Context: an optimization exercise on an open-source flow, tuned for small area. The choices shown serve that exercise and are no tape-out recipe.
Only simulation tests tie the RTL to the original design; equivalence was not proved.
The flow treats the clock pin as an ideal source, which a real chip does not have.
No activity file was given, so power comes from the tool's default toggle rates.

**flow/design.v**
```verilog
package pulse_gen_pkg;
    localparam int DEFAULT_CNT_W = 16;
    localparam logic [1:0] MODE_ONESHOT = 2'b00;
    localparam logic [1:0] MODE_BURST   = 2'b01;
    localparam logic [1:0] MODE_CONT    = 2'b10;
    localparam logic [1:0] MODE_GATED   = 2'b11;
    function automatic logic [DEFAULT_CNT_W-1:0] inc(input logic [DEFAULT_CNT_W-1:0] v);
        logic c;
        c = 1'b1;
        for (int i = 0; i < DEFAULT_CNT_W; i++) begin
            inc[i] = v[i] ^ c;
            c      = c & v[i];
        end
    endfunction
endpackage
module pulse_gen_channel #(
    parameter int CNT_W = pulse_gen_pkg::DEFAULT_CNT_W
) (
    input  logic             clk,
    input  logic             rst,
    input  logic             start,
    input  logic             stop,
    input  logic             gated,
    input  logic             per_le1,
    input  logic [CNT_W-1:0] nload_cnt,
    input  logic [CNT_W-1:0] nload_pl,
    input  logic [CNT_W-1:0] nwcl,
    input  logic [CNT_W-1:0] nlm1,
    output logic             pulse,
    output logic             busy,
    output logic             done
);
    logic             b, h, lch, gact, sl;
    logic [CNT_W-1:0] ncnt, nhq, nlq, npl;
    logic             idle, cnt_hi0, pl_hi0, phase_end, fin, fire, gfire, rise, kill;
    logic             b_n, h_n, lch_n, gact_n;
    assign idle      = ~b & ~lch;
    assign cnt_hi0   = &ncnt[CNT_W-1:1];
    assign pl_hi0    = &npl[CNT_W-1:2];
    assign phase_end = cnt_hi0 & (ncnt[0] ^ h);
    assign fin       = pl_hi0 & npl[1] & ~npl[0];
    assign rise      = start & sl;
    assign fire      = gact ? (pl_hi0 & npl[0]) : per_le1;
    assign gfire     = idle & gated & start & fire;
    assign kill      = rst | stop;
    logic             s_load, s_inc, s_lq, s_hq, pl_en, pl_step;
    logic [CNT_W-1:0] cnt_inc, pl_inc;
    assign s_load  = idle;
    assign s_inc   = ~idle & ~phase_end;
    assign s_lq    = ~idle & phase_end & h;
    assign s_hq    = ~idle & phase_end & ~h;
    assign pl_en   = idle | (b & h & phase_end & ~(pl_hi0 & npl[1] & npl[0]));
    assign pl_step = ~idle | (gated & gact);
    assign cnt_inc = pulse_gen_pkg::inc(ncnt);
    assign pl_inc  = pulse_gen_pkg::inc(npl);
    always_comb begin
        if (b) begin
            b_n = ~(h & phase_end & fin);
            h_n = h ? (~phase_end | fin) : phase_end;
        end else if (lch) begin
            b_n = 1'b1;
            h_n = phase_end;
        end else begin
            b_n = gfire;
            h_n = gfire;
        end
    end
    assign lch_n  = idle & ~gated & rise;
    assign gact_n = idle & gated & start & ~fire;
    always_ff @(posedge clk) begin
        if (kill) begin
            b    <= 1'b0;
            h    <= 1'b0;
            lch  <= 1'b0;
            gact <= 1'b0;
        end else begin
            b    <= b_n;
            h    <= h_n;
            lch  <= lch_n;
            gact <= gact_n;
        end
        sl <= ~start & ~rst;
        ncnt <= ({CNT_W{s_load}} & nload_cnt) | ({CNT_W{s_inc}} & cnt_inc)
              | ({CNT_W{s_lq}} & nlq) | ({CNT_W{s_hq}} & nhq);
        if (idle) begin
            nhq <= nwcl;
            nlq <= nlm1;
        end
        if (pl_en) npl <= pl_step ? pl_inc : nload_pl;
    end
    assign pulse = b & h;
    assign busy  = b;
    assign done  = ~b & h;
endmodule
module programmable_pulse_generator #(
    parameter int NUM_CH = 4,
    parameter int CNT_W  = pulse_gen_pkg::DEFAULT_CNT_W
) (
    input  logic              clk,
    input  logic              rst,
    input  logic [NUM_CH-1:0] start,
    input  logic [NUM_CH-1:0] stop,
    input  logic [1:0]        mode,
    input  logic [CNT_W-1:0]  delay_cfg,
    input  logic [CNT_W-1:0]  width_cfg,
    input  logic [CNT_W-1:0]  period_cfg,
    input  logic [CNT_W-1:0]  count_cfg,
    output logic [NUM_CH-1:0] pulse,
    output logic [NUM_CH-1:0] busy,
    output logic [NUM_CH-1:0] done
);
    logic             gated, per_le1;
    logic [CNT_W-1:0] wcl, lm1, load_cnt, load_pl;
    logic [CNT_W:0]   lc;
    assign gated   = (mode == pulse_gen_pkg::MODE_GATED);
    assign per_le1 = (period_cfg[CNT_W-1:1] == '0);
    assign wcl = {width_cfg[CNT_W-1:1], width_cfg[0] | (width_cfg == '0)};
    logic [CNT_W-1:0] pg, pp, gg, gp;
    assign pg = period_cfg & ~wcl;
    assign pp = period_cfg ^ ~wcl;
    always_comb begin
        gg = pg;
        gp = pp;
        for (int d = 1; d < CNT_W; d = d * 2)
            for (int i = 2 * d - 1; i < CNT_W; i = i + 2 * d) begin
                gg[i] = gg[i] | (gp[i] & gg[i-d]);
                gp[i] = gp[i] & gp[i-d];
            end
        for (int d = CNT_W / 4; d >= 1; d = d / 2)
            for (int i = 3 * d - 1; i < CNT_W; i = i + 2 * d) begin
                gg[i] = gg[i] | (gp[i] & gg[i-d]);
                gp[i] = gp[i] & gp[i-d];
            end
    end
    assign lc = {gg[CNT_W-1], pp ^ {gg[CNT_W-2:0], 1'b0}};
    assign lm1 = lc[CNT_W] ? lc[CNT_W-1:0] : '0;
    assign load_cnt = gated ? wcl : delay_cfg;
    assign load_pl  = gated ? {period_cfg[CNT_W-1:1], period_cfg[0] | (period_cfg == '0)}
                    : (mode == pulse_gen_pkg::MODE_BURST) ? {count_cfg[CNT_W-1:1], count_cfg[0] | (count_cfg == '0)}
                    : {{(CNT_W-1){1'b0}}, mode == pulse_gen_pkg::MODE_ONESHOT};
    for (genvar i = 0; i < NUM_CH; i++) begin : g_ch
        pulse_gen_channel #(
            .CNT_W(CNT_W)
        ) u_ch (
            .clk      (clk),
            .rst      (rst),
            .start    (start[i]),
            .stop     (stop[i]),
            .gated    (gated),
            .per_le1  (per_le1),
            .nload_cnt(~load_cnt),
            .nload_pl (~load_pl),
            .nwcl     (~wcl),
            .nlm1     (~lm1),
            .pulse    (pulse[i]),
            .busy     (busy[i]),
            .done     (done[i])
        );
    end
endmodule
```
**flow/flow/run.sh**
```bash
#!/bin/bash
# Standard layout (standard.sh) with three changes:
#  - synthesis maps logic with an area-oriented ABC script (flow/abc_area.script);
#    registers and their names are untouched, ABC only maps combinational logic;
#  - every input and output port gets the smallest buffer (buf_1);
#  - after CTS, cells on paths with slack to spare are downsized (flow/post_cts.tcl).
set -euo pipefail
rm -rf scripts_custom
cp -r "$FLOW_HOME/scripts" scripts_custom
cp flow/abc_area.script scripts_custom/abc_speed.script
export SCRIPTS_DIR="$PWD/scripts_custom"
export BUFFER_PORTS_ARGS="-buffer_cell sky130_fd_sc_hd__buf_1"
export POST_CTS_TCL="$PWD/flow/post_cts.tcl"
bash standard.sh > standard_flow.log 2>&1
```
**flow/flow/abc_area.script**
```
&get -n
&st
&dch
&nf -R 1000
&st
&dch
&nf -R 1000
&put
topo
stime -c
```
**flow/flow/post_cts.tcl**
```tcl
# After CTS and its timing repair: give back area on paths with slack to
# spare (downsizes cells; a setup margin is kept), then re-legalize.
estimate_parasitics -placement
repair_timing -recover_power 100 -setup_margin 0.3 -verbose
detailed_placement
check_placement -verbose
estimate_parasitics -placement
report_design_area
```
**flow/standard.sh**
```bash
#!/bin/bash
# synth_recipe.tcl (not shown) runs the flow's synth.tcl, then flattens the netlist and writes it again
# the make line also repeats each setting of config.mk as NAME=value (left out here)
make -C /OpenROAD-flow-scripts/flow DESIGN_CONFIG=/design/flow/config.mk WORK_HOME=/design/flow/orfs CLKGATE_MAP_FILE= SYNTH_SCRIPT=/design/flow/synth_recipe.tcl "${@:-finish}"
```
**flow/config.mk**
```make
export PLATFORM = sky130hd
export DESIGN_NAME = programmable_pulse_generator
export DESIGN_NICKNAME = programmable_pulse_generator
export VERILOG_FILES = /design/flow/design.v
export SDC_FILE = /design/flow/constraint.sdc
export NUM_CORES = 4
export LEC_CHECK = 0
export CAP_MARGIN = 20
export CORE_MARGIN = 2
export CORE_UTILIZATION = 40
export CTS_BUF_LIST = sky130_fd_sc_hd__clkbuf_16
export CTS_CLUSTER_DIAMETER = 80
export CTS_CLUSTER_SIZE = 25
export SLEW_MARGIN = 20
```
**flow/constraint.sdc**
```tcl
create_clock -name core_clock -period 5.5 [get_ports {clk}]
set_input_delay 1.1000 -clock core_clock [delete_from_list [all_inputs] [get_ports {clk}]]
set_output_delay 1.1000 -clock core_clock [all_outputs]
set_load 0.01 [all_outputs]
```
==> impl_results.md, run 1 <==
* Worst hold slack at 425 ps
* Launch instance of the worst register-to-register path: g_ch[3].u_ch.npl[0]
* Cell type with the largest total area after synthesis: sky130_fd_sc_hd__edfxtp_1
* Leading cell type by number of instances after synthesis: sky130_fd_sc_hd__edfxtp_1
* Residual antenna-violating net count after detailed routing at 0
* Number of cells produced by synthesis at 1056
* Transition time at the pin with the least slew margin at 1080 ps
* PwrDens at 290 nW/um2
* Internal power at 3.11 mW
* Wire length of the first global-routing pass at 51900 um
* Fin nets at 1384
* Clock period minus final worst setup slack at 4720 ps
* Final Slew Violations at 0
* Overall die height at 183 um
* End point of the critical path: g_ch[0].u_ch.nlq[3]
* Maximum number of pins on one net before global-route repair at 54
* Reg2Reg Capture Point: g_ch[3].u_ch.npl[15]
* Critical Path, Cell by Cell: buf_1, clkinv_1, nand4_1, nor4_1, a31oi_1, ha_1, fa_1, a21o_1, a21oi_1, o21ai_0, a31oi_1, o21ai_0, clkinv_1, o21ai_0, buf_4, nand2_1
* Largest delay share family, worst path: compound AO/OA/AOI/OAI gates
* Average detailed-routed wire length per instance at 21.3 um
* Part of the total power dissipated in combinational logic at 10.5%
* Sequential fraction of the synthesis area at 57.8%
* 1st-pass router iterations at 5
* Number of diodes added for antenna fixing at 0
* Cell area after layout at 14300 um2
* Post-DP HPWL at 25100 um
* Worst Path Class, Setup: in -> reg
* Top-area cell type share of the netlist area at 44.8%
* Static power due to leakage at 5.41 nW
* Worst-path fanout max at 13
* Die X at 183 um
* Port Buffers at 87
* Unrepaired setup endpoints after global routing: no
* Clock Latency Late Sink at 510 ps
* Die area at 33700 um2
* Sequential Power Share at 60.8%
* Clock net sink count at 276
* Total number of vias at 8958
* Type of the tightest min-delay check: reg -> reg
* Final core utilization at 45.2%
* Relative contribution of the clock network to total power at 28.7%
* Cell area after synthesis at 12900 um2
* Area Growth Syn to Fin at 11.1%
* Count of endpoints failing hold in the final timing report at 0
* Kind of launch point of the worst setup path: primary input
* Critical Path Most Common Cell: sky130_fd_sc_hd__o21ai_0
* Number of nets produced by synthesis at 1267
* Cell with the largest stage delay on the worst path: sky130_fd_sc_hd__a31oi_1
* Clock tree from TritonCTS: yes
* Total number of cells along the worst setup path at 16
* Routed vias/inst at 5.66
* Vias in the first global route at 8648
* Number of maximum-capacitance constraint violations at 0
* GRT Overall Usage at 20.3%
* Average cell area after synthesis at 12.2 um2
* Number of enable flip-flop cells after synthesis at 192
* Detailed Route WL at 33700 um
* Number of placed I/O pins at 88
* Start point of the critical path: width_cfg[11]
* Cells on worst reg2reg path at 17
* Share of post-route cells with drive strength above 1 at 4.06%
* Row Count at 65
* Filler cell count at 2928
* Critical path capture point type: flip-flop
* Setup slack of the worst register-to-register path at 1810 ps
* Synth top area cells: sky130_fd_sc_hd__edfxtp_1 (45%), sky130_fd_sc_hd__dfxtp_1 (13%), sky130_fd_sc_hd__ha_1 (12%), sky130_fd_sc_hd__a22oi_1 (6.8%), sky130_fd_sc_hd__nand2_1 (3.2%)
* DR DRC count at 0
* Result of the run: no timing/DRC/antenna violations
* Slowest Stage Delay on Critical Path at 460 ps
* Starting utilization of the core area at 40.7%
* Synth async-reset ratio at 0%
* Worst slew margin relative to its limit at 28.1%
* Clock transition at the registers of the reported paths at 100 ps
* Instance area at placement at 13900 um2
* Final worst slack at 777 ps
* Peak supply drop at 0.211 mV
* Setup Skew at 30.7 ps
* Number of warnings issued by yosys at 2
* Global placement routability congestion at 0.855
* Endpoints failing setup at 0
* Residual overflow from global routing at 0
* Top_reg_cell synth: sky130_fd_sc_hd__edfxtp_1
* Worst Path Buf+Inv at 4
* Psw at 1.05 mW
* Data required time at the worst endpoint at 5720 ps
* Setup tns final at 0 ps
* Most instantiated cells after synthesis: sky130_fd_sc_hd__edfxtp_1 (192), sky130_fd_sc_hd__ha_1 (127), sky130_fd_sc_hd__a22oi_1 (116), sky130_fd_sc_hd__nand2_1 (109), sky130_fd_sc_hd__nor2_1 (85)
* Number of DRC markers after the initial detailed-route iteration at 862
* Cell variety after synth at 33
* Fin crit share at 85.9%
* Fraction of power spent switching nets at 25.3%
* Crit path arrival time at 4940 ps
* Number of antenna violations at the first check in global routing at 0
* Post-Place Setup Slack at 297 ps
* Fmax at 0.212 GHz
* Register bit total from synthesis at 276
* Core outline area at 31600 um2
## power groups by stage
stage | registers, mW | clock network [mW] | logic (mW)
after floorplan | 2.54 | 0 | 0.271
after global routing | 2.55 | 1.30 | 0.500
after global placement | 2.57 | 0 | 0.426
final | 2.53 | 1.19 | 0.437
after detailed placement | 2.57 | 0 | 0.437
## stage by stage
step	total power, mW	std cells
finish	4.16	1584
global placement	3.00	1555
floorplan	2.81	1056
global route	4.34	1584
detailed placement	3.01	1555
## final cells by class
type                            instances  area (um2)  area share [%]
Tap cell                              402         503            3.52
Timing Repair Buffer                  112         497            3.47
Sequential cell                       276        7450            52.0
Clock buffer                           15         375            2.62
Inverter                               25        93.8           0.656
Multi-Input combinational cell        743        5330            37.3
Clock inverter                         11        61.3           0.428
## cell families after synthesis
kind of cell    synth area share, %
compound gates                 13.2
xor+xnor                       1.29
fa+ha+maj                      13.6
buf+inv                        1.43
flops                          57.8
mux                            1.17
simple gates                   11.5
## worst min-delay path by stage
stage	from	cells past startpoint	end	slack (ps)
after floorplan	g_ch[3].u_ch.sl	2	g_ch[3].u_ch.lch	400
after global placement	g_ch[0].u_ch.sl	2	g_ch[0].u_ch.lch	410
after detailed placement	g_ch[0].u_ch.sl	2	g_ch[0].u_ch.lch	420
after global routing	g_ch[3].u_ch.sl	2	g_ch[3].u_ch.lch	450
final	g_ch[0].u_ch.sl	2	g_ch[0].u_ch.lch	420
## placed cells by master, fill, tap and decap left out, drive strengths merged
| cell | Yosys | routed |
|---|---|---|
| dfxtp | 84 | 84 |
| xnor2 | 5 | 5 |
| a21oi | 75 | 75 |
| a31oi | 8 | 8 |
| nor3 | 20 | 20 |
| a221o | 3 | 3 |
| nand2b | 6 | 6 |
| nand3 | 21 | 21 |
| buf | 12 | 90 |
| a31o | 4 | 4 |
| nand2 | 109 | 109 |
| nor4 | 21 | 21 |
| clkinvlp | 0 | 1 |
| and4 | 4 | 4 |
| xor2 | 14 | 14 |
| and2 | 5 | 5 |
| nor3b | 4 | 4 |
| or4 | 4 | 4 |
| clkinv | 25 | 28 |
| a41oi | 3 | 3 |
| edfxtp | 192 | 192 |
| nor2b | 5 | 5 |
| mux2i | 15 | 15 |
| a221oi | 2 | 2 |
| a21o | 6 | 6 |
| ha | 127 | 127 |
| a22oi | 116 | 116 |
| nor4b | 2 | 2 |
| a22o | 13 | 13 |
| fa | 8 | 8 |
| clkbuf | 0 | 37 |
| a21boi | 4 | 4 |
| o21ai | 21 | 21 |
| nand4 | 33 | 33 |
| nor2 | 85 | 85 |
| inv | 0 | 7 |
## per-layer routing
layer,track usage (%),share of wire (%)
met5,0,0
met4,4.80,2.1
met3,3.70,7.0
met1,28.7,45
met2,32.5,45
## flip-flops by register name (all words and copies together) (netlist names)
register        flops
g_ch.u_ch.ncnt     64
g_ch.u_ch.nhq      64
g_ch.u_ch.nlq      64
g_ch.u_ch.npl      64
g_ch.u_ch.b         4
g_ch.u_ch.gact      4
g_ch.u_ch.h         4
g_ch.u_ch.lch       4
g_ch.u_ch.sl        4
## worst reg2reg max path, cell delays in order, from the launching register on
cell and delay (ps):
sky130_fd_sc_hd__edfxtp_1 470, sky130_fd_sc_hd__ha_1 260, sky130_fd_sc_hd__ha_1 190, sky130_fd_sc_hd__ha_1 180, sky130_fd_sc_hd__ha_1 180, sky130_fd_sc_hd__ha_1 180, sky130_fd_sc_hd__ha_1 180, sky130_fd_sc_hd__ha_1 190
sky130_fd_sc_hd__ha_1 190, sky130_fd_sc_hd__ha_1 180, sky130_fd_sc_hd__ha_1 180, sky130_fd_sc_hd__ha_1 190, sky130_fd_sc_hd__ha_1 190, sky130_fd_sc_hd__ha_1 180, sky130_fd_sc_hd__ha_1 190, sky130_fd_sc_hd__xor2_1 140
sky130_fd_sc_hd__nor2_1 80, sky130_fd_sc_hd__a21oi_1 50
==> run 2, diff against run 1 <==
--- a/flow/design.v
+++ b/flow/design.v
@@ -30,14 +30,17 @@
     output logic             busy,
     output logic             done
 );
-    logic             b, h, lch, gact, sl;
+    logic             b, h, q, sl, lch, gact;
     logic [CNT_W-1:0] ncnt, nhq, nlq, npl;
-    logic             idle, cnt_hi0, pl_hi0, phase_end, fin, fire, gfire, rise, kill;
-    logic             b_n, h_n, lch_n, gact_n;
-    assign idle      = ~b & ~lch;
+    logic             idle, hi, cnt_hi0, pl_hi0, phase_end, fin, fire, gfire, rise, kill;
+    logic             b_n, h_n, q_n;
+    assign lch       = ~b & h & q;
+    assign gact      = ~b & ~h & q;
+    assign idle      = ~b & ~(h & q);
+    assign hi        = b & h;
     assign cnt_hi0   = &ncnt[CNT_W-1:1];
     assign pl_hi0    = &npl[CNT_W-1:2];
-    assign phase_end = cnt_hi0 & (ncnt[0] ^ h);
+    assign phase_end = cnt_hi0 & (ncnt[0] ^ hi);
     assign fin       = pl_hi0 & npl[1] & ~npl[0];
     assign rise      = start & sl;
     assign fire      = gact ? (pl_hi0 & npl[0]) : per_le1;
@@ -47,9 +50,9 @@
     logic [CNT_W-1:0] cnt_inc, pl_inc;
     assign s_load  = idle;
     assign s_inc   = ~idle & ~phase_end;
-    assign s_lq    = ~idle & phase_end & h;
-    assign s_hq    = ~idle & phase_end & ~h;
-    assign pl_en   = idle | (b & h & phase_end & ~(pl_hi0 & npl[1] & npl[0]));
+    assign s_lq    = ~idle & phase_end & hi;
+    assign s_hq    = ~idle & phase_end & ~hi;
+    assign pl_en   = idle | (hi & phase_end & ~(pl_hi0 & npl[1] & npl[0]));
     assign pl_step = ~idle | (gated & gact);
     assign cnt_inc = pulse_gen_pkg::inc(ncnt);
     assign pl_inc  = pulse_gen_pkg::inc(npl);
@@ -57,27 +60,26 @@
         if (b) begin
             b_n = ~(h & phase_end & fin);
             h_n = h ? (~phase_end | fin) : phase_end;
+            q_n = 1'b0;
         end else if (lch) begin
             b_n = 1'b1;
             h_n = phase_end;
+            q_n = 1'b0;
         end else begin
             b_n = gfire;
-            h_n = gfire;
+            h_n = gfire | (~gated & rise);
+            q_n = ~gated ? rise : (start & ~fire);
         end
     end
-    assign lch_n  = idle & ~gated & rise;
-    assign gact_n = idle & gated & start & ~fire;
     always_ff @(posedge clk) begin
         if (kill) begin
-            b    <= 1'b0;
-            h    <= 1'b0;
-            lch  <= 1'b0;
-            gact <= 1'b0;
+            b <= 1'b0;
+            h <= 1'b0;
+            q <= 1'b0;
         end else begin
-            b    <= b_n;
-            h    <= h_n;
-            lch  <= lch_n;
-            gact <= gact_n;
+            b <= b_n;
+            h <= h_n;
+            q <= q_n;
         end
         sl <= ~start & ~rst;
         ncnt <= ({CNT_W{s_load}} & nload_cnt) | ({CNT_W{s_inc}} & cnt_inc)
@@ -88,9 +90,9 @@
         end
         if (pl_en) npl <= pl_step ? pl_inc : nload_pl;
     end
-    assign pulse = b & h;
+    assign pulse = hi;
     assign busy  = b;
-    assign done  = ~b & h;
+    assign done  = ~b & h & ~q;
 endmodule
 module programmable_pulse_generator #(
     parameter int NUM_CH = 4,
==> flow/flow/run.sh (replaced) <==
#!/bin/bash
# Standard layout (standard.sh) with two changes:
#  - synthesis maps logic with an area-oriented ABC script (flow/abc_area.script);
#    registers and their names are untouched, ABC only maps combinational logic;
#  - every input and output port gets the smallest buffer (buf_1).
set -euo pipefail
rm -rf scripts_custom
cp -r "$FLOW_HOME/scripts" scripts_custom
cp flow/abc_area.script scripts_custom/abc_speed.script
export SCRIPTS_DIR="$PWD/scripts_custom"
export BUFFER_PORTS_ARGS="-buffer_cell sky130_fd_sc_hd__buf_1"
bash standard.sh > standard_flow.log 2>&1
removed: flow/flow/post_cts.tcl
==> impl_results.md, run 2 <==
* Wire length on met1 at 14500 um (was 15300 um)
* Number of hold-repair buffers added at the cts stage at 0
* H-tree depth at 1
* Clock Latency Late Sink at 500 ps (was 510 ps)
* Endpoints failing setup at 0 (unchanged)
* Met2 wire length at 15500 um (was 15300 um)
* Launch instance of the worst register-to-register path: g_ch[2].u_ch.npl[0] (was g_ch[3].u_ch.npl[0])
* Die area at 33300 um2 (was 33700 um2)
* Cell type with the largest total area after synthesis: sky130_fd_sc_hd__edfxtp_1 (unchanged)
* Unrepaired setup endpoints after global routing: no (unchanged)
* Fraction of power spent switching nets at 24.7% (was 25.3%)
* Residual overflow from global routing at 0 (unchanged)
* Number of maximum-capacitance constraint violations at 0 (unchanged)
* Most instantiated cells after synthesis: sky130_fd_sc_hd__edfxtp_1 (192), sky130_fd_sc_hd__nand2_1 (146), sky130_fd_sc_hd__ha_1 (127), sky130_fd_sc_hd__dfxtp_1 (80), sky130_fd_sc_hd__o21ai_0 (76) (was sky130_fd_sc_hd__edfxtp_1 (192), sky130_fd_sc_hd__ha_1 (127), sky130_fd_sc_hd__a22oi_1 (116), sky130_fd_sc_hd__nand2_1 (109), sky130_fd_sc_hd__nor2_1 (85))
* Synth top area cells: sky130_fd_sc_hd__edfxtp_1 (45%), sky130_fd_sc_hd__dfxtp_1 (13%), sky130_fd_sc_hd__ha_1 (12%), sky130_fd_sc_hd__a22oi_1 (4.4%), sky130_fd_sc_hd__nand2_1 (4.3%) (was sky130_fd_sc_hd__edfxtp_1 (45%), sky130_fd_sc_hd__dfxtp_1 (13%), sky130_fd_sc_hd__ha_1 (12%), sky130_fd_sc_hd__a22oi_1 (6.8%), sky130_fd_sc_hd__nand2_1 (3.2%))
* Number of warnings issued by yosys at 2 (unchanged)
* Number of nets produced by synthesis at 1231 (was 1267)
* Met3 wire length at 2020 um (was 2360 um)
* Number of antenna violations at the first check in global routing at 0 (unchanged)
* Sum of internal, switching and leakage power at 4.05 mW (was 4.16 mW)
* Result of the run: no timing/DRC/antenna violations (unchanged)
* GRT Overall Usage at 19.9% (was 20.3%)
* Top_reg_cell synth: sky130_fd_sc_hd__edfxtp_1 (unchanged)
* Cell variety after synth at 41 (was 33)
* Vias in the first global route at 8536 (was 8648)
* Total setup buffers inserted after CTS at 0
* Cells on worst reg2reg path at 16 (was 17)
* Data required time at the worst endpoint at 5720 ps (about the same)
* Hold path startpoint: g_ch[0].u_ch.nhq[6] (was g_ch[0].u_ch.sl)
* 1st-pass router iterations at 7 (was 5)
* CTS root buffer: sky130_fd_sc_hd__clkbuf_16
* Worst-path fanout max at 4 (was 13)
* Port Buffers at 87 (unchanged)
* Number of cells on the worst hold path at 2 (unchanged)
* Gates resized, CTS repair at 0
* Clock tree from TritonCTS: yes (unchanged)
* Peak supply drop at 0.251 mV (was 0.211 mV)
* Cell area after synthesis at 12700 um2 (was 12900 um2)
* TritonCTS Buffers at 15
* Core outline area at 31500 um2 (was 31600 um2)
* Part of the total power dissipated in combinational logic at 9.8% (was 10.5%)
* Share of post-route cells with drive strength above 1 at 5.06% (was 4.06%)
* Clock net sink count at 272 (was 276)
* Total number of vias at 8820 (was 8958)
* Average detailed-routed wire length per instance at 21.2 um (was 21.3 um)
* Static power due to leakage at 5.26 nW (was 5.41 nW)
* Reg2Reg Capture Point: g_ch[2].u_ch.npl[15] (was g_ch[3].u_ch.npl[15])
* Die X at 183 um (about the same)
* Post-DP HPWL at 24300 um (was 25100 um)
* Worst slew margin relative to its limit at 36.4% (was 28.1%)
* Average cell area after synthesis at 12.5 um2 (was 12.2 um2)
* Relative contribution of the clock network to total power at 29.6% (was 28.7%)
* Leading cell type in the layout, fill and taps excluded: sky130_fd_sc_hd__edfxtp_1 (unchanged)
* Final Slew Violations at 0 (unchanged)
* PwrDens at 284 nW/um2 (was 290 nW/um2)
* Setup tns final at 0 ps (unchanged)
* Wire length of the first global-routing pass at 50800 um (was 51900 um)
* Number of diodes added for antenna fixing at 0 (unchanged)
* Worst Path Class, Setup: in -> reg (unchanged)
* Fmax at 0.214 GHz (was 0.212 GHz)
* Register bit total from synthesis at 272 (was 276)
* Setup slack of the worst register-to-register path at 1830 ps (was 1810 ps)
* Most frequent cells in the layout: sky130_fd_sc_hd__edfxtp_1 (192), sky130_fd_sc_hd__nand2_1 (146), sky130_fd_sc_hd__ha_1 (127) (was sky130_fd_sc_hd__edfxtp_1 (192), sky130_fd_sc_hd__ha_1 (127), sky130_fd_sc_hd__a22oi_1 (116))
* Count of endpoints failing hold in the final timing report at 0 (unchanged)
* Row Count at 65 (unchanged)
* Detailed Route WL at 32800 um (was 33700 um)
* Internal power at 3.05 mW (was 3.11 mW)
* Number of enable flip-flop cells after synthesis at 192 (unchanged)
* Overall die height at 183 um (about the same)
* Hold Path Sink: g_ch[0].u_ch.ncnt[6] (was g_ch[0].u_ch.lch)
* Leading cell type by number of instances after synthesis: sky130_fd_sc_hd__edfxtp_1 (unchanged)
* Fin crit share at 85.1% (was 85.9%)
* Max clock buf depth at 3
* Synth async-reset ratio at 0% (unchanged)
* Routed vias/inst at 5.69 (was 5.66)
* DR DRC count at 0 (unchanged)
* Sequential Power Share at 60.6% (was 60.8%)
* Sequential fraction of the synthesis area at 57.8% (about the same)
* Top routing layer used: met4 (unchanged)
* Critical path capture point type: flip-flop (unchanged)
* Crit path arrival time at 4900 ps (was 4940 ps)
* Transition time at the pin with the least slew margin at 945 ps (was 1080 ps)
* Setup Skew at 24.3 ps (was 30.7 ps)
* Clock period minus final worst setup slack at 4680 ps (was 4720 ps)
* Number of DRC markers after the initial detailed-route iteration at 761 (was 862)
* Number of placed I/O pins at 88 (unchanged)
* Starting utilization of the core area at 40.5% (was 40.7%)
* Kind of launch point of the worst setup path: primary input (unchanged)
* Global placement routability congestion at 0.853 (was 0.855)
* Fin nets at 1350 (was 1384)
* Maximum number of pins on one net before global-route repair at 55 (was 54)
* Clock transition at the registers of the reported paths at 100 ps (about the same)
* Area Growth Syn to Fin at 11.7% (was 11.1%)
* Top-area cell type share of the netlist area at 45.2% (was 44.8%)
* Residual antenna-violating net count after detailed routing at 0 (unchanged)
* Type of the tightest min-delay check: reg -> reg (unchanged)
* Number of cells produced by synthesis at 1020 (was 1056)
* Psw at 999 uW (was 1.05 mW)
run 2: changes by cell type in the layout (fill, tap and decap cells not counted), moves of 8 or more:
cell,before,now
sky130_fd_sc_hd__nor2_1,84,34
sky130_fd_sc_hd__clkbuf_1,14,0
sky130_fd_sc_hd__nor3_1,16,4
sky130_fd_sc_hd__nand2_1,109,146
sky130_fd_sc_hd__nand3_1,21,10
sky130_fd_sc_hd__a22oi_1,116,75
sky130_fd_sc_hd__xnor2_1,5,13
sky130_fd_sc_hd__buf_4,5,25
sky130_fd_sc_hd__o21ai_0,21,72
sky130_fd_sc_hd__a221o_1,3,22
sky130_fd_sc_hd__a22o_1,13,31
sky130_fd_sc_hd__a21oi_1,75,17
sky130_fd_sc_hd__xor2_1,14,4
run 2: cells by family (layout without fill, tap and decap cells):
kind of cell,count (synthesis),count (layout),synth area share (%)
mux,19,19,1.49
buf+inv,41,168,1.56
fa+ha+maj,135,135,13.7
simple gates,279,279,10.1
xor+xnor,17,17,1.17
compound gates,257,257,14.1
flops,272,272,57.8
run 2: metrics by stage:
step                      utilization [%]  setup WS, ps  area [um2]  cells  hold slack, ps
after floorplan                         -           253       12700   1020             432
final                                45.2           820       14200   1549             469
after CTS                            45.0           721       14200   1547             470
after global placement               43.6           253       13700   1522             442
after global routing                 45.2           479       14200   1549             485
after detailed placement             43.7           217       13700   1522             448
run 2: critical path: stages:
cell,delay [ps]
sky130_fd_sc_hd__buf_1,150
sky130_fd_sc_hd__clkinv_1,100
sky130_fd_sc_hd__nand4_1,210
sky130_fd_sc_hd__nor4_1,240
sky130_fd_sc_hd__a31oi_1,260
sky130_fd_sc_hd__ha_1,280
sky130_fd_sc_hd__fa_1,400
sky130_fd_sc_hd__a21o_1,170
sky130_fd_sc_hd__a21oi_1,210
sky130_fd_sc_hd__o21ai_0,210
sky130_fd_sc_hd__a31oi_1,300
sky130_fd_sc_hd__nor2_1,80
sky130_fd_sc_hd__a211oi_1,230
sky130_fd_sc_hd__buf_4,160
sky130_fd_sc_hd__nor2_1,50
sky130_fd_sc_hd__nor2b_1,140
sky130_fd_sc_hd__fa_1,410
sky130_fd_sc_hd__nand2b_1,200
run 2: power groups by stage:
stage	clock network (mW)	registers [mW]	logic [mW]
3_3_place_gp	0	2.50	0.388
2_1_floorplan	0	2.47	0.242
5_1_grt	1.29	2.47	0.454
6_report	1.20	2.45	0.397
4_1_cts	1.22	2.45	0.398
3_5_place_dp	0	2.50	0.397
run 2: how the worst max path moves through the flow:
stage | start | cells after the start | slack [ps] | to
global placement | width_cfg[4] | 18 | 250 | g_ch[2].u_ch.nlq[14]
finish | width_cfg[4] | 18 | 820 | g_ch[2].u_ch.nlq[14]
global route | width_cfg[4] | 18 | 480 | g_ch[2].u_ch.nlq[14]
CTS | width_cfg[4] | 18 | 720 | g_ch[3].u_ch.nlq[14]
floorplan | g_ch[2].u_ch.h | 4 | 250 | g_ch[2].u_ch.npl[15]
detailed placement | width_cfg[4] | 18 | 220 | g_ch[2].u_ch.nlq[14]
run 2: area by class of cell:
type	count	area [um2]
fill	2830	17200
timing repair buffer	114	546
multi-input combinational	707	5280
sequential	272	7370
clock inverter	10	60.1
tap	402	503
clock buffer	15	375
inverter	29	109
run 2: layer usage:
metal	global-route usage, %	vias up
met3	2.12	44
met1	27.8	4256
met5	0	-
met2	32.8	310
li1	-	4210
met4	5.74	0
==> run 3, diff against run 2 <==
==> flow/flow/abc_area.script (replaced) <==
&get -n
&st
&dch
&nf -R 1000
&st
&dch
&nf -R 1000
&put
buffer -c
topo
stime -c
upsize -c
dnsize -c
==> impl_results.md, run 3 <==
* Static power due to leakage at 5.34 nW (was 5.26 nW)
* Final Slew Violations at 0 (unchanged)
* Type of the tightest min-delay check: reg -> reg (unchanged)
* Die X at 185 um (was 183 um)
* Count of endpoints failing hold in the final timing report at 0 (unchanged)
* Result of the run: no timing/DRC/antenna violations (unchanged)
* Data required time at the worst endpoint at 5700 ps (was 5720 ps)
* Setup Skew at 24.7 ps (was 24.3 ps)
* Routed vias/inst at 5.51 (was 5.69)
* Cell variety after synth at 55 (was 41)
* Total setup buffers inserted after CTS at 0 (unchanged)
* Post-DP HPWL at 24600 um (was 24300 um)
* Worst-path fanout max at 6 (was 4)
* Filler cell count at 3022 (was 2830)
* Cell with the largest stage delay on the worst path: sky130_fd_sc_hd__fa_1 (unchanged)
* Largest delay share family, worst path: compound AO/OA/AOI/OAI gates (unchanged)
* 1st-pass router iterations at 5 (was 7)
* Transition time at the pin with the least slew margin at 934 ps (was 945 ps)
* Clock Latency Late Sink at 500 ps (about the same)
* Share of post-route cells with drive strength above 1 at 5.00% (was 5.06%)
* Clock period minus final worst setup slack at 4880 ps (was 4680 ps)
* Met3 Usage GRT at 2.87% (was 2.12%)
* Setup tns final at 0 ps (unchanged)
* Kind of launch point of the worst setup path: primary input (unchanged)
* Die area at 34100 um2 (was 33300 um2)
* Fmax at 0.205 GHz (was 0.214 GHz)
* Count of placed standard cells including taps at 1556 (was 1522)
* Post-route insts no fill at 1582 (was 1549)
* Number of placed I/O pins at 88 (unchanged)
* Residual overflow from global routing at 0 (unchanged)
* Total number of vias at 8716 (was 8820)
* Leading cell type by number of instances after synthesis: sky130_fd_sc_hd__edfxtp_1 (unchanged)
* Global placement routability congestion at 0.823 (was 0.853)
* Maximum number of pins on one net before global-route repair at 55 (unchanged)
* Overall die height at 185 um (was 183 um)
* Port Buffers at 87 (unchanged)
* Number of cells produced by synthesis at 1066 (was 1020)
* Fin nets at 1342 (was 1350)
* GRT Overall Usage at 19.8% (was 19.9%)
* Crit path arrival time at 5080 ps (was 4900 ps)
* Vias in the first global route at 8332 (was 8536)
* Top-area cell type share of the netlist area at 44.2% (was 45.2%)
* Worst hold slack at 464 ps (was 469 ps)
* Leading cell type in the layout, fill and taps excluded: sky130_fd_sc_hd__edfxtp_1 (unchanged)
* Area used by multi-input combinational logic at 5320 um2 (was 5280 um2)
* Number of maximum-capacitance constraint violations at 0 (unchanged)
* Gates resized, CTS repair at 0 (unchanged)
* Critical Path, Cell by Cell: buf_1, inv_1, nand4_1, nor4_1, a31oi_1, ha_1, fa_1, a21o_1, a21oi_2, o21ai_2, a31oi_2, nor2_1, a211oi_2, nor2_1, nor2b_1, fa_1, nand2b_1 (was buf_1, clkinv_1, nand4_1, nor4_1, a31oi_1, ha_1, fa_1, a21o_1, a21oi_1, o21ai_0, a31oi_1, nor2_1, a211oi_1, buf_4, nor2_1, nor2b_1, fa_1, nand2b_1)
* Cell type with the largest total area after synthesis: sky130_fd_sc_hd__edfxtp_1 (unchanged)
* H-tree depth at 1 (unchanged)
* Detailed Route WL at 33300 um (was 32800 um)
* Worst Path Buf+Inv at 2 (was 3)
* Number of DRC markers after the initial detailed-route iteration at 790 (was 761)
* Starting utilization of the core area at 40.4% (was 40.5%)
* CTS root buffer: sky130_fd_sc_hd__clkbuf_16 (unchanged)
* TritonCTS Buffers at 15 (unchanged)
* Register bit total from synthesis at 272 (unchanged)
* Clock transition at the registers of the reported paths at 100 ps (about the same)
* Sequential cell area at 7370 um2 (unchanged)
* PwrDens at 287 nW/um2 (was 284 nW/um2)
* Synth top area cells: sky130_fd_sc_hd__edfxtp_1 (44%), sky130_fd_sc_hd__dfxtp_1 (12%), sky130_fd_sc_hd__ha_1 (12%), sky130_fd_sc_hd__a22oi_1 (4.3%), sky130_fd_sc_hd__nand2_1 (4.2%) (was sky130_fd_sc_hd__edfxtp_1 (45%), sky130_fd_sc_hd__dfxtp_1 (13%), sky130_fd_sc_hd__ha_1 (12%), sky130_fd_sc_hd__a22oi_1 (4.4%), sky130_fd_sc_hd__nand2_1 (4.3%))
* Number of hold-repair buffers added at the cts stage at 0 (unchanged)
* Busiest grt layer: met2 (unchanged)
* Synth async-reset ratio at 0% (unchanged)
* Met2 Usage GRT at 32.5% (was 32.8%)
* Core outline area at 32300 um2 (was 31500 um2)
* Worst Path Class, Setup: in -> reg (unchanged)
* Wire length of the first global-routing pass at 50600 um (was 50800 um)
* Met1 capacity usage during global routing at 27.7% (was 27.8%)
* Fin crit share at 88.7% (was 85.1%)
* Cell area after synthesis at 13000 um2 (was 12700 um2)
* Sequential fraction of the synthesis area at 56.5% (was 57.8%)
* Slowest Stage Delay on Critical Path at 420 ps (was 410 ps)
* Clock tree from TritonCTS: yes (unchanged)
* Clock net sink count at 272 (unchanged)
* Final core utilization at 44.2% (was 45.2%)
* Number of nets produced by synthesis at 1277 (was 1231)
* Endpoints failing setup at 0 (unchanged)
* Number of antenna violations at the first check in global routing at 1 (was 0)
* Peak supply drop at 0.231 mV (was 0.251 mV)
* Critical path capture point type: flip-flop (unchanged)
* DR DRC count at 0 (unchanged)
* Max clock buf depth at 3 (unchanged)
* Unrepaired setup endpoints after global routing: no (unchanged)
* Number of enable flip-flop cells after synthesis at 192 (unchanged)
* Top_reg_cell synth: sky130_fd_sc_hd__edfxtp_1 (unchanged)
* Most instantiated cells after synthesis: sky130_fd_sc_hd__edfxtp_1 (192), sky130_fd_sc_hd__nand2_1 (146), sky130_fd_sc_hd__ha_1 (127), sky130_fd_sc_hd__dfxtp_1 (80), sky130_fd_sc_hd__a22oi_1 (74) (was sky130_fd_sc_hd__edfxtp_1 (192), sky130_fd_sc_hd__nand2_1 (146), sky130_fd_sc_hd__ha_1 (127), sky130_fd_sc_hd__dfxtp_1 (80), sky130_fd_sc_hd__o21ai_0 (76))
* Number of warnings issued by yosys at 2 (unchanged)
* Average cell area after synthesis at 12.2 um2 (was 12.5 um2)
* Residual antenna-violating net count after detailed routing at 0 (unchanged)
* Final worst slack at 621 ps (was 820 ps)
* Row Count at 66 (was 65)
* Most frequent cells in the layout: sky130_fd_sc_hd__edfxtp_1 (192), sky130_fd_sc_hd__nand2_1 (146), sky130_fd_sc_hd__ha_1 (127) (unchanged)
* Average detailed-routed wire length per instance at 21.1 um (was 21.2 um)
* Post-Place Setup Slack at 119 ps (was 217 ps)
* Worst slew margin relative to its limit at 37.1% (was 36.4%)
* Area Growth Syn to Fin at 9.50% (was 11.7%)
run 3: cell types whose count changed after synthesis, moves of 7 or more:
cell,before,now
sky130_fd_sc_hd__buf_4,12,19
sky130_fd_sc_hd__buf_2,0,8
sky130_fd_sc_hd__inv_1,0,29
sky130_fd_sc_hd__clkbuf_1,0,30
sky130_fd_sc_hd__clkinv_1,29,0
sky130_fd_sc_hd__and2_1,0,10
sky130_fd_sc_hd__and2_0,12,2
run 3: worst paths after layout:
kind                                     startpoint              endpoint  slack (ps)  cells after the start
worst max-delay path                   width_cfg[4]  g_ch[1].u_ch.nlq[14]         620                     17
worst min-delay path            g_ch[1].u_ch.nhq[2]  g_ch[1].u_ch.ncnt[2]         460                      2
worst max register to register  g_ch[1].u_ch.npl[0]  g_ch[1].u_ch.npl[15]        1840                     16
worst min register to register  g_ch[1].u_ch.nhq[2]  g_ch[1].u_ch.ncnt[2]         460                      2
run 3: power by group:
part           switching, mW  leakage (nW)  internal, mW
Combinational          0.241          2.58         0.156
Clock                  0.679         0.245         0.558
Sequential            0.0852          2.52          2.38
run 3: routing by layer:
metal / part of all wire (%) / up-vias
met5: 0 / -
met4: 2.0 / 0
met3: 6.6 / 37
met2: 47 / 259
met1: 44 / 4223
li1: - / 4197
run 3: worst register-to-register path: cells and delay by family (launching register included):
family	cells	cell delay, ps
flip-flops	1	480
AO/OA/AOI/OAI	1	80
XOR/XNOR	1	140
adder cells (fa/ha/maj)	14	2700
run 3: stage by stage:
| stage | power [mW] | area (um2) |
|---|---|---|
| after global routing | 4.25 | 14300 |
| after global placement | 2.89 | 13800 |
| after floorplan | 2.72 | 13000 |
| after CTS | 4.12 | 14200 |
| final | 4.09 | 14300 |
| after detailed placement | 2.90 | 13800 |
run 3: final cells by class:
class                      instances  area share [%]
antenna                            1          0.0175
clock buffer                      15            2.63
clock inverter                    10           0.569
inverter                          29           0.771
multi-input combinational        707            37.3
sequential                       272            51.6
tap                              442            3.87
timing repair buffer             106            3.29
run 3: cells by family after synthesis:
family | after synthesis | synth area share (%)
mux | 19 | 1.46
compound gates | 257 | 14.0
buf+inv | 87 | 3.18
flops | 272 | 56.5
xor+xnor | 17 | 1.14
simple gates | 279 | 10.3
fa+ha+maj | 135 | 13.4
==> run 4, diff against run 3 <==
==> flow/flow/run.sh (replaced) <==
#!/bin/bash
# Standard layout (standard.sh) with two changes:
#  - synthesis maps logic with an area-oriented ABC script (flow/abc_area.script);
#    registers and their names are untouched, ABC only maps combinational logic;
#  - every input and output port gets the smallest buffer (buf_1);
#  - CTS (same settings as config.mk) inserts no dummy loads.
set -euo pipefail
rm -rf scripts_custom
cp -r "$FLOW_HOME/scripts" scripts_custom
cp flow/abc_area.script scripts_custom/abc_speed.script
export SCRIPTS_DIR="$PWD/scripts_custom"
export BUFFER_PORTS_ARGS="-buffer_cell sky130_fd_sc_hd__buf_1"
export CTS_ARGS="-sink_clustering_enable -repair_clock_nets -sink_clustering_size 25 -sink_clustering_max_diameter 80 -buf_list sky130_fd_sc_hd__clkbuf_16 -dont_use_dummy_load"
bash standard.sh > standard_flow.log 2>&1
==> flow/flow/abc_area.script (replaced) <==
&get -n
&st
&dch
&nf -R 1000
&st
&dch
&nf -R 1000
&put
topo
stime -c
==> impl_results.md, run 4 <==
* Number of enable flip-flop cells after synthesis at 192 (unchanged)
* Cell variety after synth at 41 (was 55)
* Setup Skew at 34.4 ps (was 24.7 ps)
* Top-area cell type share of the netlist area at 45.2% (was 44.2%)
* Vias in the first global route at 8493 (was 8332)
* Setup slack of the worst register-to-register path at 1830 ps (was 1840 ps)
* Area Growth Syn to Fin at 11.2% (was 9.50%)
* Cell type with the largest total area after synthesis: sky130_fd_sc_hd__edfxtp_1 (unchanged)
* Number of cells produced by synthesis at 1020 (was 1066)
* Start point of the critical path: width_cfg[4] (unchanged)
* Count of endpoints failing hold in the final timing report at 0 (unchanged)
* Filler cell count at 2828 (was 3022)
* Peak supply drop at 0.245 mV (was 0.231 mV)
* Clock transition at the registers of the reported paths at 80 ps (was 100 ps)
* Port Buffers at 87 (unchanged)
* Final Slew Violations at 0 (unchanged)
* Fmax at 0.213 GHz (was 0.205 GHz)
* Worst Path Class, Setup: in -> reg (unchanged)
* Type of the tightest min-delay check: reg -> reg (unchanged)
* Data required time at the worst endpoint at 5720 ps (was 5700 ps)
* Wire length of the first global-routing pass at 50600 um (about the same)
* Die X at 183 um (was 185 um)
* Average detailed-routed wire length per instance at 21.3 um (was 21.1 um)
* Total number of vias at 8805 (was 8716)
* Leading cell type by number of instances after synthesis: sky130_fd_sc_hd__edfxtp_1 (unchanged)
* Clock period minus final worst setup slack at 4700 ps (was 4880 ps)
* Fin crit share at 85.4% (was 88.7%)
* Number of antenna violations at the first check in global routing at 0 (was 1)
* Clock net sink count at 272 (unchanged)
* Transition time at the pin with the least slew margin at 955 ps (was 934 ps)
* H-tree depth at 1 (unchanged)
* Synth async-reset ratio at 0% (unchanged)
* Clock tree from TritonCTS: yes (unchanged)
* Residual overflow from global routing at 0 (unchanged)
* Static power due to leakage at 5.21 nW (was 5.34 nW)
* Average cell area after synthesis at 12.5 um2 (was 12.2 um2)
* Maximum number of pins on one net before global-route repair at 55 (unchanged)
* Residual antenna-violating net count after detailed routing at 0 (unchanged)
* Clock Latency Late Sink at 490 ps (was 500 ps)
* Row Count at 65 (was 66)
* Number of DRC markers after the initial detailed-route iteration at 731 (was 790)
* Result of the run: no timing/DRC/antenna violations (unchanged)
* Worst hold slack at 467 ps (was 464 ps)
* Total setup buffers inserted after CTS at 0 (unchanged)
* Synth top area cells: sky130_fd_sc_hd__edfxtp_1 (45%), sky130_fd_sc_hd__dfxtp_1 (13%), sky130_fd_sc_hd__ha_1 (12%), sky130_fd_sc_hd__a22oi_1 (4.4%), sky130_fd_sc_hd__nand2_1 (4.3%) (was sky130_fd_sc_hd__edfxtp_1 (44%), sky130_fd_sc_hd__dfxtp_1 (12%), sky130_fd_sc_hd__ha_1 (12%), sky130_fd_sc_hd__a22oi_1 (4.3%), sky130_fd_sc_hd__nand2_1 (4.2%))
* Fin nets at 1350 (was 1342)
* Number of maximum-capacitance constraint violations at 0 (unchanged)
* Top_reg_cell synth: sky130_fd_sc_hd__edfxtp_1 (unchanged)
* Number of hold-repair buffers added at the cts stage at 0 (unchanged)
* Critical Path, Cell by Cell: buf_1, clkinv_1, nand4_1, nor4_1, a31oi_1, ha_1, fa_1, a21o_1, a21oi_1, o21ai_0, a31oi_1, nor2_1, a211oi_1, buf_4, nor2_1, nor2b_1, fa_1, nand2b_1 (was buf_1, inv_1, nand4_1, nor4_1, a31oi_1, ha_1, fa_1, a21o_1, a21oi_2, o21ai_2, a31oi_2, nor2_1, a211oi_2, nor2_1, nor2b_1, fa_1, nand2b_1)
* Launch instance of the worst register-to-register path: g_ch[2].u_ch.npl[0] (was g_ch[1].u_ch.npl[0])
* Routed vias/inst at 5.72 (was 5.51)
* Most frequent cells in the layout: sky130_fd_sc_hd__edfxtp_1 (192), sky130_fd_sc_hd__nand2_1 (146), sky130_fd_sc_hd__ha_1 (127) (unchanged)
* DR DRC count at 0 (unchanged)
* Core outline area at 31500 um2 (was 32300 um2)
* Max clock buf depth at 3 (unchanged)
* Worst Path Buf+Inv at 3 (was 2)
* Global placement routability congestion at 0.853 (was 0.823)
* Gates resized, CTS repair at 0 (unchanged)
* Crit path arrival time at 4910 ps (was 5080 ps)
* Largest delay share family, worst path: compound AO/OA/AOI/OAI gates (unchanged)
* Die area at 33300 um2 (was 34100 um2)
* Number of placed I/O pins at 88 (unchanged)
* Unrepaired setup endpoints after global routing: no (unchanged)
* Leading cell type in the layout, fill and taps excluded: sky130_fd_sc_hd__edfxtp_1 (unchanged)
* Critical path capture point type: flip-flop (unchanged)
* Worst-path fanout max at 4 (was 6)
* GRT Overall Usage at 19.8% (about the same)
* Slowest Stage Delay on Critical Path at 410 ps (was 420 ps)
* Kind of launch point of the worst setup path: primary input (unchanged)
* Setup tns final at 0 ps (unchanged)
* Register bit total from synthesis at 272 (unchanged)
* Number of warnings issued by yosys at 2 (unchanged)
* Most instantiated cells after synthesis: sky130_fd_sc_hd__edfxtp_1 (192), sky130_fd_sc_hd__nand2_1 (146), sky130_fd_sc_hd__ha_1 (127), sky130_fd_sc_hd__dfxtp_1 (80), sky130_fd_sc_hd__o21ai_0 (76) (was sky130_fd_sc_hd__edfxtp_1 (192), sky130_fd_sc_hd__nand2_1 (146), sky130_fd_sc_hd__ha_1 (127), sky130_fd_sc_hd__dfxtp_1 (80), sky130_fd_sc_hd__a22oi_1 (74))
* Number of diodes added for antenna fixing at 0 (was 1)
* Hold path startpoint: g_ch[3].u_ch.nhq[13] (was g_ch[1].u_ch.nhq[2])
* Share of post-route cells with drive strength above 1 at 4.84% (was 5.00%)
* Cell area after synthesis at 12700 um2 (was 13000 um2)
* Number of nets produced by synthesis at 1231 (was 1277)
* Post-DP HPWL at 24300 um (was 24600 um)
* Cell with the largest stage delay on the worst path: sky130_fd_sc_hd__fa_1 (unchanged)
* Worst slew margin relative to its limit at 35.8% (was 37.1%)
* CTS root buffer: sky130_fd_sc_hd__clkbuf_16 (unchanged)
* Detailed Route WL at 32700 um (was 33300 um)
* Starting utilization of the core area at 40.5% (was 40.4%)
* 1st-pass router iterations at 7 (was 5)
* Overall die height at 183 um (was 185 um)
* PwrDens at 281 nW/um2 (was 287 nW/um2)
* TritonCTS Buffers at 15 (unchanged)
* Sequential fraction of the synthesis area at 57.8% (was 56.5%)
* Endpoints failing setup at 0 (unchanged)
run 4: worst register-to-register path, cell delays in order, from the launching register on:
cell	delay (ps)
sky130_fd_sc_hd__edfxtp_1	490
sky130_fd_sc_hd__ha_1	290
sky130_fd_sc_hd__ha_1	200
sky130_fd_sc_hd__ha_1	190
sky130_fd_sc_hd__ha_1	190
sky130_fd_sc_hd__ha_1	180
sky130_fd_sc_hd__ha_1	180
sky130_fd_sc_hd__ha_1	200
sky130_fd_sc_hd__ha_1	180
sky130_fd_sc_hd__ha_1	180
sky130_fd_sc_hd__ha_1	180
sky130_fd_sc_hd__ha_1	180
sky130_fd_sc_hd__ha_1	180
sky130_fd_sc_hd__ha_1	180
sky130_fd_sc_hd__ha_1	190
sky130_fd_sc_hd__xnor2_1	140
sky130_fd_sc_hd__a21oi_1	80
run 4: worst paths after layout:
kind	to	cells past startpoint
max	g_ch[2].u_ch.nlq[14]	18
max reg2reg	g_ch[2].u_ch.npl[15]	16
min	g_ch[3].u_ch.ncnt[13]	2
min reg2reg	g_ch[3].u_ch.ncnt[13]	2
run 4: cells by family (layout without fill, tap and decap cells):
kind of cell / count (synthesis) / count (layout) / synth area share, %
flops: 272 / 272 / 57.8
mux: 19 / 19 / 1.49
simple gates: 279 / 279 / 10.1
compound gates: 257 / 257 / 14.1
buf+inv: 41 / 158 / 1.56
fa+ha+maj: 135 / 135 / 13.7
xor+xnor: 17 / 17 / 1.17
run 4: per-stage QoR:
stage / utilization, % / instance area, um2 / power [mW] / worst slack (ps) / instances
floorplan: - / 12700 / 2.72 / 253 / 1020
global placement: 43.6 / 13700 / 2.89 / 253 / 1522
detailed placement: 43.7 / 13700 / 2.90 / 217 / 1522
CTS: 44.8 / 14100 / 4.00 / 711 / 1537
global route: 45.0 / 14200 / 4.14 / 464 / 1539
finish: 45.0 / 14200 / 3.98 / 802 / 1539
run 4: area by class of cell:
| class | count | area, um2 | share of cell area (%) |
|---|---|---|---|
| Inverter | 29 | 109 | 0.768 |
| Timing Repair Buffer | 114 | 546 | 3.85 |
| Clock buffer | 15 | 375 | 2.65 |
| Sequential cell | 272 | 7370 | 52.0 |
| Multi-Input combinational cell | 707 | 5280 | 37.2 |
| Tap cell | 402 | 503 | 3.55 |
run 4: report_power, final:
| part | total [mW] | leakage [nW] | internal, mW | switching [mW] |
|---|---|---|---|---|
| combinational | 0.397 | 2.50 | 0.159 | 0.238 |
| clock | 1.13 | 0.185 | 0.492 | 0.638 |
| sequential | 2.45 | 2.52 | 2.37 | 0.0794 |
run 4: layer usage:
layer / vias to the layer above / part of all wire (%) / GRT usage [%]
li1: 4211 / - / -
met1: 4256 / 44 / 27.7
met2: 295 / 47 / 32.9
met3: 43 / 6.0 / 2.12
met4: 0 / 2.5 / 5.58
met5: - / 0 / 0
==> run 5, diff against run 4 <==
--- a/flow/flow/run.sh
+++ b/flow/flow/run.sh
@@ -1,5 +1,5 @@
 #!/bin/bash
-# Standard layout (standard.sh) with two changes:
+# Standard layout (standard.sh) with three changes:
 #  - synthesis maps logic with an area-oriented ABC script (flow/abc_area.script);
 #    registers and their names are untouched, ABC only maps combinational logic;
 #  - every input and output port gets the smallest buffer (buf_1);
==> impl_results.md, run 5 <==
* Critical path capture point type: flip-flop (unchanged)
* Most frequent cells in the layout: sky130_fd_sc_hd__edfxtp_1 (192), sky130_fd_sc_hd__nand2_1 (146), sky130_fd_sc_hd__ha_1 (127) (unchanged)
* Setup tns final at 0 ps (unchanged)
* Area Growth Syn to Fin at 11.2% (unchanged)
* Top-area cell type share of the netlist area at 45.2% (unchanged)
* Routed vias/inst at 5.72 (unchanged)
* Reg2Reg Capture Point: g_ch[2].u_ch.npl[15] (unchanged)
* Number of hold-repair buffers added at the cts stage at 0 (unchanged)
* Endpoints failing setup at 0 (unchanged)
* CTS root buffer: sky130_fd_sc_hd__clkbuf_16 (unchanged)
* Launch instance of the worst register-to-register path: g_ch[2].u_ch.npl[0] (unchanged)
* Worst Path Buf+Inv at 3 (unchanged)
* Type of the tightest min-delay check: reg -> reg (unchanged)
* Leading cell type by number of instances after synthesis: sky130_fd_sc_hd__edfxtp_1 (unchanged)
* Worst slew margin relative to its limit at 35.8% (unchanged)
* Residual antenna-violating net count after detailed routing at 0 (unchanged)
* Overall die height at 183 um (unchanged)
* Fmax at 0.213 GHz (unchanged)
* Average detailed-routed wire length per instance at 21.3 um (unchanged)
* Row Count at 65 (unchanged)
* Starting utilization of the core area at 40.5% (unchanged)
* Average cell area after synthesis at 12.5 um2 (unchanged)
* Gates resized, CTS repair at 0 (unchanged)
* Number of cells produced by synthesis at 1020 (unchanged)
* Fin nets at 1350 (unchanged)
* Data required time at the worst endpoint at 5720 ps (about the same)
* GRT Overall Usage at 19.8% (unchanged)
* Transition time at the pin with the least slew margin at 955 ps (unchanged)
* Number of nets produced by synthesis at 1231 (unchanged)
* Total setup buffers inserted after CTS at 0 (unchanged)
* Wire length of the first global-routing pass at 50600 um (unchanged)
* Clock net sink count at 272 (unchanged)
* Number of enable flip-flop cells after synthesis at 192 (unchanged)
* Synth top area cells: sky130_fd_sc_hd__edfxtp_1 (45%), sky130_fd_sc_hd__dfxtp_1 (13%), sky130_fd_sc_hd__ha_1 (12%), sky130_fd_sc_hd__a22oi_1 (4.4%), sky130_fd_sc_hd__nand2_1 (4.3%) (unchanged)
* Port Buffers at 87 (unchanged)
* Clock Latency Late Sink at 490 ps (about the same)
* Hold Path Sink: g_ch[3].u_ch.ncnt[13] (unchanged)
* Unrepaired setup endpoints after global routing: no (unchanged)
* Number of diodes added for antenna fixing at 0 (unchanged)
* Critical Path, Cell by Cell: buf_1, clkinv_1, nand4_1, nor4_1, a31oi_1, ha_1, fa_1, a21o_1, a21oi_1, o21ai_0, a31oi_1, nor2_1, a211oi_1, buf_4, nor2_1, nor2b_1, fa_1, nand2b_1 (unchanged)
* Cell area after synthesis at 12700 um2 (unchanged)
* Vias in the first global route at 8493 (unchanged)
* Cells on worst reg2reg path at 16 (unchanged)
* Hold path startpoint: g_ch[3].u_ch.nhq[13] (unchanged)
* Worst-path fanout max at 4 (unchanged)
* Count of endpoints failing hold in the final timing report at 0 (unchanged)
* Clock period minus final worst setup slack at 4700 ps (unchanged)
* Worst Path Class, Setup: in -> reg (unchanged)
* Fin crit share at 85.4% (unchanged)
* Slowest Stage Delay on Critical Path at 410 ps (about the same)
* Peak supply drop at 0.245 mV (unchanged)
* Largest delay share family, worst path: compound AO/OA/AOI/OAI gates (unchanged)
* Post-DP HPWL at 24300 um (unchanged)
* Total number of vias at 8805 (unchanged)
* Kind of launch point of the worst setup path: primary input (unchanged)
* Number of DRC markers after the initial detailed-route iteration at 731 (unchanged)
* Clock transition at the registers of the reported paths at 80 ps (about the same)
* Residual overflow from global routing at 0 (unchanged)
* Number of cells on the worst hold path at 2 (unchanged)
* 1st-pass router iterations at 7 (unchanged)
* Area used by multi-input combinational logic at 5280 um2 (unchanged)
* Crit path arrival time at 4910 ps (about the same)
* Die X at 183 um (unchanged)
* TritonCTS Buffers at 15 (unchanged)
* Cell variety after synth at 41 (unchanged)
* Clock tree from TritonCTS: yes (unchanged)
* Number of maximum-capacitance constraint violations at 0 (unchanged)
* Number of placed I/O pins at 88 (unchanged)
* Sum of internal, switching and leakage power at 3.98 mW (unchanged)
* Result of the run: no timing/DRC/antenna violations (unchanged)
* Static power due to leakage at 5.21 nW (unchanged)
* Cell with the largest stage delay on the worst path: sky130_fd_sc_hd__fa_1 (unchanged)
* DR DRC count at 0 (unchanged)
* Leading cell type in the layout, fill and taps excluded: sky130_fd_sc_hd__edfxtp_1 (unchanged)
* Die area at 33300 um2 (unchanged)
* Sequential cell area at 7370 um2 (unchanged)
* Global placement routability congestion at 0.853 (unchanged)
* Setup slack of the worst register-to-register path at 1830 ps (about the same)
* H-tree depth at 1 (unchanged)
* PwrDens at 281 nW/um2 (unchanged)
* Maximum number of pins on one net before global-route repair at 55 (unchanged)
* Number of warnings issued by yosys at 2 (unchanged)
* Final Slew Violations at 0 (unchanged)
* Synth async-reset ratio at 0% (unchanged)
* Filler cell count at 2828 (unchanged)
* Number of antenna violations at the first check in global routing at 0 (unchanged)
* Top_reg_cell synth: sky130_fd_sc_hd__edfxtp_1 (unchanged)
* Detailed Route WL at 32700 um (unchanged)
* Setup Skew at 34.4 ps (unchanged)
* Core outline area at 31500 um2 (unchanged)
* Cell type with the largest total area after synthesis: sky130_fd_sc_hd__edfxtp_1 (unchanged)
* Share of post-route cells with drive strength above 1 at 4.84% (unchanged)
* Register bit total from synthesis at 272 (unchanged)
* Sequential fraction of the synthesis area at 57.8% (unchanged)
* Most instantiated cells after synthesis: sky130_fd_sc_hd__edfxtp_1 (192), sky130_fd_sc_hd__nand2_1 (146), sky130_fd_sc_hd__ha_1 (127), sky130_fd_sc_hd__dfxtp_1 (80), sky130_fd_sc_hd__o21ai_0 (76) (unchanged)
* Max clock buf depth at 3 (unchanged)
[run 5: area by class of cell]
| cell class | instances | share of cell area, % |
|---|---|---|
| Inverter | 29 | 0.768 |
| Tap cell | 402 | 3.55 |
| Timing Repair Buffer | 114 | 3.85 |
| Multi-Input combinational cell | 707 | 37.2 |
| Clock buffer | 15 | 2.65 |
| Sequential cell | 272 | 52.0 |
[run 5: tightest hold or removal path: stages, from the launching register on]
cell and delay [ps]:
sky130_fd_sc_hd__edfxtp_1 330, sky130_fd_sc_hd__a22oi_1 60, sky130_fd_sc_hd__nand2_1 60
[run 5: per-layer routing]
layer,routed length (um),up-vias,global-route usage (%)
met5,0,-,0
met4,818,0,5.58
met3,1970,43,2.12
met2,15400,295,32.9
met1,14500,4256,27.7
li1,-,4211,-
[run 5: stage by stage]
step	utilization, %	hold slack [ps]	cells	setup WS (ps)	instance area (um2)
floorplan	-	432	1020	253	12700
global placement	43.6	442	1522	253	13700
detailed placement	43.7	448	1522	217	13700
CTS	44.8	470	1537	711	14100
global route	45.0	484	1539	464	14200
finish	45.0	467	1539	802	14200
[run 5: logic make-up (layout without fill, tap and decap cells)]
group	Yosys count	count (layout)	share of synthesized area (%)
adders and majority gates	135	135	13.7
and+or+nand+nor	279	279	10.1
muxes	19	19	1.49
AOI/OAI and AO/OA	257	257	14.1
DFF	272	272	57.8
xor gates and xnor gates	17	17	1.17
buffers and inverters	41	158	1.56
[run 5: worst max path at each step]
stage	cells past startpoint	to	from	slack, ps
detailed placement	18	g_ch[2].u_ch.nlq[14]	width_cfg[4]	220
global route	18	g_ch[2].u_ch.nlq[14]	width_cfg[4]	460
CTS	18	g_ch[3].u_ch.nlq[14]	width_cfg[4]	710
global placement	18	g_ch[2].u_ch.nlq[14]	width_cfg[4]	250
floorplan	4	g_ch[2].u_ch.npl[15]	g_ch[2].u_ch.h	250
finish	18	g_ch[2].u_ch.nlq[14]	width_cfg[4]	800
[run 5: power breakdown]
group	internal (mW)	switching, mW
clock network	0.492	0.638
registers	2.37	0.0794
logic	0.159	0.238
total	3.03	0.955
==> run 6, diff against run 5 <==
==> flow/flow/run.sh (replaced) <==
#!/bin/bash
# Standard layout (standard.sh) with these changes:
#  - synthesis maps logic with an area-oriented ABC script (flow/abc_area.script)
#    and leaves adders to ABC (no adder cell extraction); registers and their
#    names are untouched, only combinational logic is mapped differently;
#  - every input and output port gets the smallest buffer (buf_1);
#  - CTS (same settings as config.mk) inserts no dummy loads.
set -euo pipefail
rm -rf scripts_custom
cp -r "$FLOW_HOME/scripts" scripts_custom
cp flow/abc_area.script scripts_custom/abc_speed.script
export SCRIPTS_DIR="$PWD/scripts_custom"
export ADDER_MAP_FILE=
export BUFFER_PORTS_ARGS="-buffer_cell sky130_fd_sc_hd__buf_1"
export CTS_ARGS="-sink_clustering_enable -repair_clock_nets -sink_clustering_size 25 -sink_clustering_max_diameter 80 -buf_list sky130_fd_sc_hd__clkbuf_16 -dont_use_dummy_load"
bash standard.sh > standard_flow.log 2>&1
==> impl_results.md, run 6 <==
* Fmax at 0.229 GHz (was 0.213 GHz)
* Most instantiated cells after synthesis: sky130_fd_sc_hd__edfxtp_1 (192), sky130_fd_sc_hd__nand2_1 (147), sky130_fd_sc_hd__o21ai_0 (112), sky130_fd_sc_hd__a21oi_1 (100), sky130_fd_sc_hd__nor2_1 (90) (was sky130_fd_sc_hd__edfxtp_1 (192), sky130_fd_sc_hd__nand2_1 (146), sky130_fd_sc_hd__ha_1 (127), sky130_fd_sc_hd__dfxtp_1 (80), sky130_fd_sc_hd__o21ai_0 (76))
* Worst-path fanout max at 15 (was 4)
* Launch instance of the worst register-to-register path: g_ch[2].u_ch.ncnt[11] (was g_ch[2].u_ch.npl[0])
* Result of the run: no timing/DRC/antenna violations (unchanged)
* PwrDens at 291 nW/um2 (was 281 nW/um2)
* Static power due to leakage at 4.81 nW (was 5.21 nW)
* Number of enable flip-flop cells after synthesis at 192 (unchanged)
* Share of post-route cells with drive strength above 1 at 3.56% (was 4.84%)
* Sum of internal, switching and leakage power at 4.08 mW (was 3.98 mW)
* Setup slack of the worst register-to-register path at 2400 ps (was 1830 ps)
* Clock transition at the registers of the reported paths at 100 ps (was 80 ps)
* Clock tree from TritonCTS: yes (unchanged)
* Fin crit share at 79.3% (was 85.4%)
* Clock period minus final worst setup slack at 4360 ps (was 4700 ps)
* Wire length of the first global-routing pass at 56100 um (was 50600 um)
* Number of warnings issued by yosys at 2 (unchanged)
* H-tree depth at 1 (unchanged)
* Detailed Route WL at 37000 um (was 32700 um)
* Data required time at the worst endpoint at 5830 ps (was 5720 ps)
* Cell variety after synth at 49 (was 41)
* Setup tns final at 0 ps (unchanged)
* Cell with the largest stage delay on the worst path: sky130_fd_sc_hd__nor4_1 (was sky130_fd_sc_hd__fa_1)
* Endpoints failing setup at 0 (unchanged)
* Count of placed standard cells including taps at 1705 (was 1522)
* CTS root buffer: sky130_fd_sc_hd__clkbuf_16 (unchanged)
* Die area at 33100 um2 (was 33300 um2)
* Cell area after layout at 14000 um2 (was 14200 um2)
* Number of diodes added for antenna fixing at 0 (unchanged)
* Maximum number of pins on one net before global-route repair at 50 (was 55)
* Average cell area after synthesis at 10.5 um2 (was 12.5 um2)
* Number of DRC markers after the initial detailed-route iteration at 1031 (was 731)
* Routed vias/inst at 5.95 (was 5.72)
* Residual antenna-violating net count after detailed routing at 0 (unchanged)
## run 6: cell count changes after synthesis, moves of 35 or more
cell / change
sky130_fd_sc_hd__ha_1: -127
sky130_fd_sc_hd__nor2_1: +56
sky130_fd_sc_hd__a22oi_1: -41
sky130_fd_sc_hd__o21ai_0: +36
sky130_fd_sc_hd__a21oi_1: +81
sky130_fd_sc_hd__and3_1: +35
sky130_fd_sc_hd__nand3_1: +44
## run 6: power breakdown
group          switching (mW)  internal (mW)
logic                   0.255          0.156
registers               0.120           2.38
clock network           0.648          0.522
total                    1.02           3.06
## run 6: cell type report
class                      instances  area [um2]  share of cell area (%)
clock buffer                      16         400                    2.86
inverter                          32         120                   0.857
multi-input combinational        891        5150                    36.7
sequential                       272        7370                    52.5
tap                              402         503                    3.59
timing repair buffer             108         484                    3.45
## run 6: worst min-delay path by stage
| stage | end | startpoint | slack [ps] | depth (start not counted) |
|---|---|---|---|---|
| 3_5_place_dp | g_ch[3].u_ch.ncnt[4] | g_ch[3].u_ch.nhq[4] | 430 | 2 |
| 2_1_floorplan | g_ch[3].u_ch.ncnt[4] | g_ch[3].u_ch.nhq[4] | 410 | 2 |
| 4_1_cts | g_ch[3].u_ch.ncnt[6] | g_ch[3].u_ch.nhq[6] | 440 | 2 |
| 6_report | g_ch[3].u_ch.ncnt[6] | g_ch[3].u_ch.nhq[6] | 430 | 2 |
| 3_3_place_gp | g_ch[3].u_ch.ncnt[4] | g_ch[3].u_ch.nhq[4] | 420 | 2 |
| 5_1_grt | g_ch[3].u_ch.ncnt[6] | g_ch[3].u_ch.nhq[6] | 440 | 2 |
## run 6: per-layer routing
layer,track usage (%),vias to the layer above,share of wire [%]
li1,-,4825,-
met1,32.6,4926,45
met2,33.6,433,44
met3,3.37,59,8.5
met4,7.03,0,3.1
met5,0,-,0
## run 6: cells by family after synthesis
kind of cell / count (synthesis) / share of synthesized area (%)
AO/OA/AOI/OAI: 362 / 17.6
AND/OR/NAND/NOR: 452 / 17.1
flip-flops: 272 / 58.1
XOR/XNOR: 54 / 3.73
buffers and inverters: 44 / 1.66
adder cells (fa/ha/maj): 3 / 0.237
multiplexers: 20 / 1.58
## run 6: critical path: cells and delay by family
family	cells	cell delay [ps]
buffers and inverters	3	520
AOI/OAI and AO/OA	7	1690
and+or+nand+nor	5	1360

port drivers added, routing unchanged:
The flow's constraints put no driver on any port. The routed layouts listed below were extracted and timed again, unchanged, in two steps.
Step 1 assumes that a clkbuf_16 drives the clock port and a buf_2 every other input.
Step 2, shift: input delay + t, output delay - t, t = (earliest + latest rising clock arrival at the registers) / 2. This alone moves slack from input paths to output paths.
Three values: no drivers, after step 1, after step 2; two values: the first two.
run	t (ns)	setup slack, ns
run 1	0.542	0.777 / 0.802 / 0.260
run 2	0.539	0.820 / 0.842 / 0.303
run 3	0.542	0.621 / 0.610 / 0.068
run 4	0.526	0.802 / 0.822 / 0.297
run 5	0.526	0.802 / 0.822 / 0.297
run 6	0.535	1.137 / 1.167 / 0.632
After both steps every run listed still meets setup and hold.
